This is an optimization exercise on Yosys and OpenROAD, whose aim is small area and a short achievable clock period, not a production implementation.
The RTL was checked by simulation tests, not by an equivalence proof against the original design.
No activity file was given, so power comes from the tool's default toggle rates.

v54:
// fdiv_mul
module fdiv_mul #(
   parameter int unsigned FINV_LAT = 3
) (
   input  logic        clk,
   input  logic        rst,
   input  logic        in_valid,
   input  logic [31:0] x,
   input  logic [31:0] y,
   input  logic [31:0] y_inv,
   output logic        out_valid,
   output logic [31:0] q,
   output logic        dbz
);
Settings: LEC_CHECK=0, CAP_MARGIN=20, CORE_MARGIN=2, CORE_UTILIZATION=40, SLEW_MARGIN=20, SETUP_SLACK_MARGIN=6.0; clock period 9.0 ns.
standard.sh (not shown) runs the stock make flow with config.mk's settings and CLKGATE_MAP_FILE= SYNTH_SCRIPT=/design/flow/synth_recipe.tcl, a recipe that flattens the netlist after the stock synthesis.
==> flow/flow/run.sh <==
#!/bin/bash
set -euo pipefail
MARGIN=$(cat flow/margin.txt)
echo "export SETUP_SLACK_MARGIN = ${MARGIN}" >> config.mk
bash standard.sh > standard.log 2>&1
==> flow/flow/margin.txt <==
6.0
Changes in v31 relative to v54:
- changing SETUP_SLACK_MARGIN from 6.0 to 5
==> flow/run.sh (new file) <==
#!/bin/bash
# synth_recipe.tcl (not shown) runs the flow's synth.tcl, then flattens the netlist and writes it again
# the make line also repeats each setting of config.mk as NAME=value (left out here)
make -C /OpenROAD-flow-scripts/flow DESIGN_CONFIG=/design/flow/config.mk WORK_HOME=/design/flow/orfs CLKGATE_MAP_FILE= SYNTH_SCRIPT=/design/flow/synth_recipe.tcl finish
removed: flow/flow/run.sh
removed: flow/flow/margin.txt
removed: flow/standard.sh
==> comparison <==
For v31, the endpoint of the worst setup timing path was q[13], unlike v54, where it was q[4].
The worst endpoint required time of v31 and that of v54 are within noise of each other.
Overall power of the completed layout on v31 is ahead of v54.
The sequential share of layout area number comes out lower for v54 vs v31.
Comparing v54 and v31, the lower final weighted congestion of routability-driven global placement is on v31.
v31 against v54: tightest slew margin relative to the limit rose by 0.83 points; met3 usage in global routing rose by 0.28 points; first-pass iteration count of the detailed router rose by 2; final instance area fell by about 9%.
Input-level comparison between v17 and v31:
- SETUP_SLACK_MARGIN no longer set, was 5
### Flow results
- For largest net degree at the start of global routing, dividing the value from v31 by the value from v17 gives 0.72.
- [v17] required time of the worst setup path fell 0.03 ns relative to v31
- Between v31 and v17, share of post-route cells with drive strength above 1 decreased.
- More vias were needed by v31 than by v17.
- Between v17 and v31, the smallest hold slack figures differ only marginally.
Edits applied to the flow inputs when going from v17 to v37:
- an added ABC_CLOCK_PERIOD_IN_PS of 2500
==> run summary <==
Both conditions hold for v37: the flow ran to the end and the final layout passed the timing, DRC and antenna checks. Reported for v17 and v37, clock-buffer cell count turned out identical to the last digit. From v37 to v17, via count of the first global-routing pass did not move at all. Total non-filler cell area in the finished layout: v37 vs v17 identical.

## build 40
Another version of the RTL of fdiv_mul (not shown whole).
For scale: roughly 130 I/O pins, ~24000 um2 of cells after synthesis.
==> flow/config.mk <==
export PLATFORM = sky130hd
export DESIGN_NAME = fdiv_mul
export DESIGN_NICKNAME = fdiv_mul
export VERILOG_FILES = /design/flow/design.v
export SDC_FILE = /design/flow/constraint.sdc
export NUM_CORES = 4
export LEC_CHECK = 0
export CAP_MARGIN = 20
export CORE_MARGIN = 2
export CORE_UTILIZATION = 40
export SLEW_MARGIN = 20
export SETUP_SLACK_MARGIN = 6.1
export CTS_ARGS = -sink_clustering_enable -repair_clock_nets -dont_use_dummy_load
export BUFFER_PORTS_ARGS = -buffer_cell sky130_fd_sc_hd__buf_2
==> flow/constraint.sdc <==
create_clock -name core_clock -period 9.0 [get_ports {clk}]
set_input_delay 1.8000 -clock core_clock [delete_from_list [all_inputs] [get_ports {clk}]]
set_output_delay 1.8000 -clock core_clock [all_outputs]
set_load 0.01 [all_outputs]
==> flow/flow/run.sh <==
#!/bin/bash
# The standard layout (standard.sh, with its unchanged synthesis), plus:
#  - flow/fapol.py: after synthesis, choose each full adder's polarity to drop
#    the inverters Yosys leaves between adders (registers untouched).
# The SDC (clock period, I/O delays, loads) is not touched.
set -euo pipefail
cat flow/settings.mk >> config.mk
bash standard.sh synth > synth.log 2>&1
R=orfs/results/sky130hd/fdiv_mul/base
cp $R/1_2_yosys.v $R/1_2_yosys.orig.v
python3 flow/fapol.py $R/1_2_yosys.orig.v $R/1_2_yosys.v > fapol.log 2>&1
rm -f $R/1_synth.odb $R/1_synth.sdc
bash standard.sh > standard.log 2>&1
==> flow/flow/settings.mk <==
export SETUP_SLACK_MARGIN = 6.1
export CTS_ARGS = -sink_clustering_enable -repair_clock_nets -dont_use_dummy_load
export BUFFER_PORTS_ARGS = -buffer_cell sky130_fd_sc_hd__buf_2
Other scripts of this flow, unchanged in this note and not shown: flow/flow/fapol.py
Build 40 | status: complete | timing, DRC, antenna: pass
Inputs modified between build 40 and build 13:
- setting PRE_RESIZE_TCL to /design/flow/flow/outbuf.tcl for the first time
- changing BUFFER_PORTS_ARGS from -buffer_cell sky130_fd_sc_hd__buf_2 to -buffer_cell sky130_fd_sc_hd__buf_1
- changing SETUP_SLACK_MARGIN from 6.1 to 6.22
-- flow/flow/run.sh --
<<< build 40, line 2
# The standard layout (standard.sh, with its unchanged synthesis), plus:
#  - flow/fapol.py: after synthesis, choose each full adder's polarity to drop
>>> build 13, line 2
# The standard layout (standard.sh, with its unchanged synthesis), plus:
#  - flow/outbuf.tcl (PRE_RESIZE hook): sizes the output-port buffers (buf_4).
#  - flow/fapol.py: after synthesis, choose each full adder's polarity to drop
<<< build 40, line 7
cat flow/settings.mk >> config.mk
bash standard.sh synth > synth.log 2>&1
>>> build 13, line 8
cat flow/settings.mk >> config.mk
echo "export PRE_RESIZE_TCL = $PWD/flow/outbuf.tcl" >> config.mk
bash standard.sh synth > synth.log 2>&1
==> flow/flow/outbuf.tcl (new file) <==
# Size each output port's buffer up (the output paths set the period here).
set block [ord::get_db_block]
foreach bterm [$block getBTerms] {
  if {[$bterm getIoType] != "OUTPUT"} { continue }
  set net [$bterm getNet]
  foreach iterm [$net getITerms] {
    if {![$iterm isOutputSignal]} { continue }
    set inst [$iterm getInst]
    if {[string match "sky130_fd_sc_hd__buf_*" [[$inst getMaster] getName]]} {
      replace_cell [$inst getName] sky130_fd_sc_hd__buf_4
    }
  }
}
==> flow/flow/settings.mk <==
export SETUP_SLACK_MARGIN = 6.22
export CTS_ARGS = -sink_clustering_enable -repair_clock_nets -dont_use_dummy_load
export BUFFER_PORTS_ARGS = -buffer_cell sky130_fd_sc_hd__buf_1
## What came out
Per the final summary, build 13 finished and its layout is clean on timing, DRC and antenna.
Changes observed in build 13 relative to build 40: post-synthesis area per instance neither gained nor lost much; slack of the critical path picked up an extra 0.034 ns.
Going from build 40 to build 13, first-pass detailed-route iteration total rose by 1; placed instance area barely changed.
The clock period minus worst slack of build 13 was superior to that of build 40.
Input-level comparison between build 50 and build 13:
- swapping 6.22 for 6.3 in SETUP_SLACK_MARGIN
-- flow/flow/run.sh --
<<< build 13, line 2
# The standard layout (standard.sh, with its unchanged synthesis), plus:
#  - flow/outbuf.tcl (PRE_RESIZE hook): sizes the output-port buffers (buf_4).
#  - flow/fapol.py: after synthesis, choose each full adder's polarity to drop
>>> build 50, line 2
# The standard layout (standard.sh, with its unchanged synthesis), plus:
#  - flow/outbuf.tcl (PRE_RESIZE hook): sizes the output-port buffers up.
#  - flow/fapol.py: after synthesis, choose each full adder's polarity to drop
-- flow/flow/outbuf.tcl --
<<< build 13, line 9
    if {[string match "sky130_fd_sc_hd__buf_*" [[$inst getMaster] getName]]} {
      replace_cell [$inst getName] sky130_fd_sc_hd__buf_4
    }
>>> build 50, line 9
    if {[string match "sky130_fd_sc_hd__buf_*" [[$inst getMaster] getName]]} {
      replace_cell [$inst getName] sky130_fd_sc_hd__buf_6
    }
==> flow/flow/settings.mk <==
export SETUP_SLACK_MARGIN = 6.3
export CTS_ARGS = -sink_clustering_enable -repair_clock_nets -dont_use_dummy_load
export BUFFER_PORTS_ARGS = -buffer_cell sky130_fd_sc_hd__buf_1
==> run summary <==
Between build 13 and build 50, the flow reports routed length per instance increasing by a few percent.
Of build 50 and build 13, the run reporting the lower number of buffers created by CTS was build 13.
As far as post-synthesis cell area goes, build 13 and build 50 are indistinguishable; the numbers are identical.
Setup WNS build 13 -> build 50: worse
Build 50 reports a lower global-route wire length before repair than build 13 does.
Across both runs, via count was higher for build 50 than for build 13.
Total power of build 50 is higher than that of build 13.
The lower last weighted congestion value of the routability-driven placer of build 50 and build 13 is in build 13.
Reported for build 50 and build 13, number of buffer and inverter stages on the critical path turned out identical to the last digit.
Setup changes, build 50 to build 38
- SETUP_SLACK_MARGIN: 6.3 -> 6.22
==> flow/flow/settings.mk <==
export SETUP_SLACK_MARGIN = 6.22
export CTS_ARGS = -sink_clustering_enable -repair_clock_nets -dont_use_dummy_load
export BUFFER_PORTS_ARGS = -buffer_cell sky130_fd_sc_hd__buf_1
Notes after the runs:
- When build 38 is measured against build 50, its sequential share of power turns out 0.3 points higher.
- Going from build 50 to build 38, post-layout worst setup margin rose 0.0032 ns; number of search-and-repair iterations in the first detailed-routing pass about even; total wire length after detailed routing fell 4.9%.
- No stage failed in build 38, and the final checks on the layout all came back clean.
- Build 38 reports a lower final design utilization than build 50 does.
- On build 38: power after layout is 1.3% lower than what build 50 gave.
- Summary of build 38 over build 50: wire length of the first global-routing pass decreased about 0.7%, sequential share of cell area up 0.73 points, peak clock frequency supported by timing held, detailed route wirelength on metal3 saw a decrease.

-- afterwards: timing with drivers on the ports --
The results above use ideal ports. As a check the final layouts listed here were re-extracted and re-timed, cells and wires unchanged.
Step 1, drivers: a clkbuf_16 drives clk and a buf_2 each remaining input, both assumed.
Step 2, shift: input delay + t, output delay - t, t = (earliest + latest rising clock arrival at the registers) / 2. This alone moves slack from input paths to output paths.
Three values: ideal, step 1, step 2; two values: the first two.
run | shift t [ns] | setup WS [ns] | hold slack, ns | clock arrival spread, ns
v54 | 0.608 | 5.083 / 5.083 / 5.083 | 0.309 / 0.309 / 0.309 | 0.028 / 0.028
v31 | 0.629 | 5.007 / 5.007 / 5.007 | 0.309 / 0.309 / 0.309 | 0.048 / 0.048
v17 | 0.629 | 4.320 / 4.320 / 4.320 | 0.309 / 0.309 / 0.309 | 0.047 / 0.048
v37 | 0.629 | 4.320 / 4.320 / 4.320 | 0.309 / 0.309 / 0.309 | 0.047 / 0.048
build 40 | 0.621 | 6.137 / 6.087 / 6.137 | 0.321 / 0.321 / 0.321 | 0.033 / 0.033
build 13 | 0.624 | 6.171 / 6.115 / 6.266 | 0.312 / 0.312 / 0.312 | 0.028 / 0.028
build 50 | 0.635 | 6.166 / 6.105 / 6.321 | 0.300 / 0.300 / 0.300 | 0.029 / 0.029
build 38 | 0.619 | 6.169 / 6.113 / 6.276 | 0.308 / 0.308 / 0.308 | 0.035 / 0.035
After both steps setup and hold are still met in every run listed.
